Background: an optimization exercise with open tools, aiming at small area, a short achievable clock period and few clock cycles per item. Do not read the settings as production practice. The RTL was checked by simulation tests, not by an equivalence proof against the original design.

==> violet: inputs <==
// diff_drive_odometry_unit
module diff_drive_odometry_unit (
   input  logic                                    clock,
   input  logic                                    reset,
   input  logic                                    req_valid,
   output logic                                    req_ready,
   input  logic                                    req_action,
   input  logic [ddo_pkg::COUNT_BITS-1:0]          req_left_count,
   input  logic [ddo_pkg::COUNT_BITS-1:0]          req_right_count,
   input  logic [ddo_pkg::CMD_BITS-1:0]            req_command,
   output logic                                    rsp_valid,
   input  logic                                    rsp_ready,
   output logic signed [ddo_pkg::POS_BITS-1:0]     rsp_pos_x,
   output logic signed [ddo_pkg::POS_BITS-1:0]     rsp_pos_y,
   output logic        [ddo_pkg::HEADING_BITS-1:0] rsp_heading,
   output logic                                    rsp_updated,
   input  logic                                    csr_valid,
   output logic                                    csr_ready,
   input  logic [ddo_pkg::MPT_BITS-1:0]            csr_metres_per_tick
);
   localparam int DL_LEN = 8;             
   localparam int ENT    = 3;             
   localparam logic [2:0] MU_IDLE = 3'd0;
   localparam logic [2:0] MU_A0   = 3'd1;    
   localparam logic [2:0] MU_A1   = 3'd2;    
   localparam logic [2:0] MU_A2   = 3'd3;    
   localparam logic [2:0] MU_X0   = 3'd4;    
   localparam logic [2:0] MU_X1   = 3'd5;    
   localparam logic [2:0] MU_Y0   = 3'd6;    
   localparam logic [2:0] MU_Y1   = 3'd7;    
   logic                      s0_v;
   logic                      s0_act;
   logic [CMD_BITS-1:0]       s0_cmd;
   logic [SUM_BITS-1:0]       s0_cur;
   logic [MPT_BITS-1:0]       mpt_ff;
   logic [CMD_BITS-1:0]       mode_ff;
   logic [1:0]                pend_ff;
   logic [SUM_BITS-1:0]       prev_ff;
   logic [HEADING_BITS-1:0]   arc_ff;
   logic [HEADING_BITS-1:0]   h_ff;
   logic [DL_LEN-1:0][ENT-1:0] dl_ff;
   logic [ENT-1:0]            skid_ff;
   logic [1:0][HEADING_BITS-1:0] hq_ff;
   logic                      hq_wp, hq_rp;
   logic [1:0]                hq_n;
   logic                      out_v_ff;
   logic [HEADING_BITS-1:0]   out_h_ff;
   logic                      out_u_ff;
   logic signed [POS_BITS-1:0] x_ff;
  ...
==> flow/config.mk <==
export PLATFORM = sky130hd
export DESIGN_NAME = diff_drive_odometry_unit
export DESIGN_NICKNAME = diff_drive_odometry_unit
export VERILOG_FILES = /design/flow/design.v
export SDC_FILE = /design/flow/constraint.sdc
export NUM_CORES = 4
export LEC_CHECK = 0
export CAP_MARGIN = 10
export CORE_MARGIN = 2
export CORE_UTILIZATION = 75
export CTS_BUF_LIST = sky130_fd_sc_hd__clkbuf_16
export CTS_CLUSTER_DIAMETER = 60
export CTS_CLUSTER_SIZE = 22
export PLACE_DENSITY = 0.85
export SETUP_SLACK_MARGIN = 5
export SLEW_MARGIN = 10
==> flow/constraint.sdc <==
create_clock -name core_clock -period 11.0 [get_ports {clock}]
set_input_delay 2.2000 -clock core_clock [delete_from_list [all_inputs] [get_ports {clock}]]
set_output_delay 2.2000 -clock core_clock [all_outputs]
set_load 0.01 [all_outputs]
run.sh (not shown) runs the stock make flow with config.mk's settings and CLKGATE_MAP_FILE= SYNTH_SCRIPT=/design/flow/synth_recipe.tcl, a recipe that flattens the netlist after the stock synthesis.
==> inputs of maple, as changes to violet <==
--- a/flow/design.v
+++ b/flow/design.v
@@ -193,12 +193,15 @@
          6'd29:   t_mag = 16'd64827;
          6'd30:   t_mag = 16'd65221;
          6'd31:   t_mag = 16'd65457;
          default: t_mag = 16'd0;       
       endcase
    end
+   logic [MSUM_BITS-1:0] l4s0, l4s1;
+   logic [MSUM_BITS-1:0] msum_bk;
+   ddo_add #(MSUM_BITS) u_msum (.a(l4s0), .b(l4s1), .ci(1'b0), .s(msum_bk));
    logic [MSUM_BITS-1:0]  pr [CHUNK_BITS+1];
    logic [MSUM_BITS-1:0]  l1 [6];
    logic [MSUM_BITS-1:0]  l2 [4];
    logic [MSUM_BITS-1:0]  l3 [3];
    logic [MSUM_BITS-1:0]  l4 [2];
    logic [MSUM_BITS-1:0]  msum;
@@ -225,13 +228,15 @@
       end
       l3[0] = l2[0] ^ l2[1] ^ l2[2];
       l3[1] = ((l2[0] & l2[1]) | (l2[0] & l2[2]) | (l2[1] & l2[2])) << 1;
       l3[2] = l2[3];
       l4[0] = l3[0] ^ l3[1] ^ l3[2];
       l4[1] = ((l3[0] & l3[1]) | (l3[0] & l3[2]) | (l3[1] & l3[2])) << 1;
-      msum   = l4[0] + l4[1];
+      l4s0   = l4[0];
+      l4s1   = l4[1];
+      msum   = msum_bk;
       mshift = msum[MSUM_BITS-1:CHUNK_BITS];
       mnext  = {{(ACC_BITS-RX_BITS){mshift[RX_BITS-1]}}, mshift};
       spx    = (mh_ff[5:0] == 6'd32);
       spy    = (mh_ff[5:0] == 6'd0);
       negx   = dneg_ff ^ mh_ff[6];
       negy   = dneg_ff ^ mh_ff[6] ^ mh_ff[5];
@@ -343,62 +348,73 @@
             skid_ff <= '0;
          end else if (adv && last_v) begin
             skid_ff <= last;
          end
          unique case (mu_ph)
             MU_IDLE: if (mu_launch) mu_ph <= MU_A0;
-            MU_A2:   if (!mu_stall) mu_ph <= MU_X0;
+            MU_A2:   mu_ph <= mu_stall ? MU_A0 : MU_X0;
             MU_Y1:   mu_ph <= mu_launch ? MU_A0 : MU_IDLE;
             default: mu_ph <= mu_ph + 3'd1;
          endcase
          if (mu_ph == MU_Y1) res_v <= 1'b1;
          else if (take_mv)   res_v <= 1'b0;
       end
    end
    assign mu_launch = fire1 && s1_move;
    always_ff @(posedge clock) begin
       if (mu_launch) begin
          mc_ff   <= DIST_BITS'(d ^ {SUM_BITS{d[SUM_BITS-1]}});
-         acc_ff  <= d[SUM_BITS-1] ? ACC_BITS'(mpt_ff) : '0;
-         ch_ff   <= mpt_ff[7:0];
          dneg_ff <= d[SUM_BITS-1];
          mh_ff   <= h_ff;
       end
-      unique case (mu_ph)
-         MU_A0: begin
-            acc_ff <= mnext;
-            ch_ff  <= mpt_ff[15:8];
-         end
-         MU_A1: begin
-            acc_ff <= mnext;
-            sv_ff  <= msum[7:1];
-            ch_ff  <= mpt_ff[23:16];
-         end
-         MU_A2: begin
-            if (!mu_stall) begin
-               mc_ff  <= {msum[31:0], sv_ff};
+      if (mu_launch) begin
+         acc_ff <= d[SUM_BITS-1] ? ACC_BITS'(mpt_ff) : '0;
+         ch_ff  <= mpt_ff[7:0];
+      end else begin
+         unique case (mu_ph)
+            MU_A0: begin
+               acc_ff <= mnext;
+               ch_ff  <= mpt_ff[15:8];
+            end
+            MU_A1: begin
+               acc_ff <= mnext;
+               ch_ff  <= mpt_ff[23:16];
+            end
+            MU_A2: begin
+               if (mu_stall) begin
+                  acc_ff <= dneg_ff ? ACC_BITS'(mpt_ff) : '0;
+                  ch_ff  <= mpt_ff[7:0];
+               end else begin
+                  acc_ff <= pinit;
+                  ch_ff  <= t_mag[7:0];
+               end
+            end
+            MU_X0: begin
+               acc_ff <= mnext;
+               ch_ff  <= spx ? 8'd1 : t_mag[15:8];
+            end
+            MU_X1: begin
                acc_ff <= pinit;
                ch_ff  <= t_mag[7:0];
             end
-         end
-         MU_X0: begin
-            acc_ff <= mnext;
-            ch_ff  <= spx ? 8'd1 : t_mag[15:8];
-         end
-         MU_X1: begin
-            sx_ff  <= rx;
-            sxn_ff <= negx;
-            acc_ff <= pinit;
-            ch_ff  <= t_mag[7:0];
-         end
-         MU_Y0: begin
-            acc_ff <= mnext;
-            ch_ff  <= spy ? 8'd1 : t_mag[15:8];
-         end
-         MU_Y1: begin
-            sy_ff  <= rx;
-            syn_ff <= negy;
-         end
-         default: ;
-      endcase
+            MU_Y0: begin
+               acc_ff <= mnext;
+               ch_ff  <= spy ? 8'd1 : t_mag[15:8];
+            end
+            default: begin
+               acc_ff <= mnext;
+               ch_ff  <= t_mag[15:8];
+            end
+         endcase
+      end
+      if (mu_ph == MU_A1) sv_ff <= msum[7:1];
+      if ((mu_ph == MU_A2) && !mu_stall) mc_ff <= {msum[31:0], sv_ff};
+      if (mu_ph == MU_X1) begin
+         sx_ff  <= rx;
+         sxn_ff <= negx;
+      end
+      if (mu_ph == MU_Y1) begin
+         sy_ff  <= rx;
+         syn_ff <= negy;
+      end
    end
 endmodule
- CORE_UTILIZATION: 75 -> 65
- PLACE_DENSITY: 0.85 -> 0.8
==> inputs of raven, as changes to violet <==
--- a/flow/design.v
+++ b/flow/design.v
@@ -6,13 +6,13 @@
    localparam int POS_BITS     = 32;
    localparam int HEADING_BITS = 7;
    localparam int CMD_BITS     = 2;
    localparam logic [MPT_BITS-1:0] MPT_RESET = MPT_BITS'(64281);
    localparam int DIST_BITS  = 39;    
    localparam int CHUNK_BITS = 8;     
-   localparam int ACC_BITS   = 48;    
+   localparam int ACC_BITS   = 49;    
    localparam int MSUM_BITS  = ACC_BITS + 1;
    localparam int RX_BITS    = MSUM_BITS - CHUNK_BITS;    
    localparam logic ACTION_SAMPLE  = 1'b0;
    localparam logic ACTION_COMMAND = 1'b1;
    localparam logic [CMD_BITS-1:0] CMD_FORWARD = 2'd0;
    localparam logic [CMD_BITS-1:0] CMD_LEFT    = 2'd1;
@@ -237,13 +237,13 @@
       negy   = dneg_ff ^ mh_ff[6] ^ mh_ff[5];
       y_sel  = (mu_ph == MU_X1) || (mu_ph == MU_Y0) || (mu_ph == MU_Y1);
       sp     = y_sel ? spy : spx;
       neg    = y_sel ? negy : negx;
       po     = (y_sel ? y_ff : x_ff) ^ {POS_BITS{neg}};
       pinit  = sp ? {{(ACC_BITS-POS_BITS-8){po[POS_BITS-1]}}, po, 8'h00}
-                  : {po, 16'h8000};
+                  : {po[POS_BITS-1], po, 16'h8000};
       rx     = ((mu_ph == MU_X1) ? spx : spy) ? msum[RX_BITS-1:0] : mshift;
    end
    function automatic logic signed [POS_BITS-1:0] sat_pos(input logic [RX_BITS-1:0] r,
                                                           input logic neg);
       logic [RX_BITS-1:0] v;
       v = r ^ {RX_BITS{neg}};
@@ -285,16 +285,18 @@
          y_ff     <= '0;
          mu_ph    <= MU_IDLE;
          res_v    <= 1'b0;
       end else begin
          if (csr_valid) mpt_ff <= csr_metres_per_tick;
          if (req_ready) begin
-            s0_v   <= req_valid;
-            s0_act <= req_action;
-            s0_cmd <= req_command;
-            s0_cur <= cur_in;
+            s0_v <= req_valid;
+            if (req_valid) begin
+               s0_act <= req_action;
+               s0_cmd <= req_command;
+               s0_cur <= cur_in;
+            end
          end
          if (adv) begin
             if (fire1) begin
                if (s0_act == ACTION_COMMAND) begin
                   mode_ff <= s0_cmd;
                end else begin
- CORE_UTILIZATION: 75 -> 65
- CTS_BUF_LIST: sky130_fd_sc_hd__clkbuf_16 -> sky130_fd_sc_hd__clkbuf_8
- CTS_CLUSTER_DIAMETER: 60 -> not set
- CTS_CLUSTER_SIZE: 22 -> not set
- PLACE_DENSITY: 0.85 -> 0.8
==> flow_summary.ini <==
[run_status]
status = complete, no violations

[timing]
rsz0062_at_grt = false

[floorplanning]
start_util = 0.763

[synthesis]
synth-simple-area-share = 0.156
yosys.area.top_type_share = 0.183

[layout]
bufAreaShareNonClock = 0.0514

[critical_path]
r2r_start = ch_ff[4]
That was violet.
==> flow_summary.ini <==
[run_status]
status = complete, no violations

[layout]
mostFrequentLayoutCell = nand2_1
bufAreaShareNonClock = 0.0548

[timing]
rsz0062_at_grt = true
setup-tns-final_ps = 0

[synthesis]
synth-compound-area-share = 0.135
yosys.area.top_type_share = 0.182
synth-simple-area-share = 0.168

[floorplanning]
start_util = 0.659

[global_routing]
first_global_vias = 26100

[critical_path]
r2r_start = ch_ff[6]
critical_path_required_ps = 11410
That was raven.
==> flow_summary.ini <==
[run_status]
status = complete, no violations

[route]
met3_length_um = 6110

[timing]
rsz0062_at_grt = true
slew_violations = 0

[layout]
n_all_buffers = 217
bufAreaShareNonClock = 0.0618

[synthesis]
yosys.area.top_type_share = 0.203
async_reset_ff_frac = 0

[critical_path]
r2r_start = mc_ff[5]

[floorplanning]
start_util = 0.654
That was maple.
Testbench counts of violet, summed over its fixed seeds: cycles 16,732, items 16,013.
Testbench counts of maple, summed over its fixed seeds: cycles 16,732, items 16,013.
Testbench counts of raven, summed over its fixed seeds: cycles 16,732, items 16,013.

==> separate check: timing with driven ports <==
In the flow no input, the clock included, has a driving cell. The finished layouts below were timed again as built, in two steps.
Step 1, drivers: a clkbuf_16 drives clock and a buf_2 each remaining input, both assumed.
Step 2 also shifts input and output timing later by t, the mid clock arrival at the registers, as if the neighbouring blocks saw the same clock.
Three values: no drivers, after step 1, after step 2; two values: the first two.
run | t (ns) | setup slack, ns | worst register clock-pin slew, ns | worst slew at a driven data input, ns
violet | 0.675 | 5.158 / 5.158 / 5.158 | 0.09 / 0.09 | 0.05
maple | 0.631 | 4.905 / 4.905 / 4.905 | 0.09 / 0.09 | 0.05
raven | 0.724 | 5.095 / 5.095 / 5.027 | 0.07 / 0.07 | 0.05
After both steps every run listed still meets setup and hold. The setup slack of raven, which loses most, moves by 0.000 ns with the drivers and by -0.068 ns with both steps.
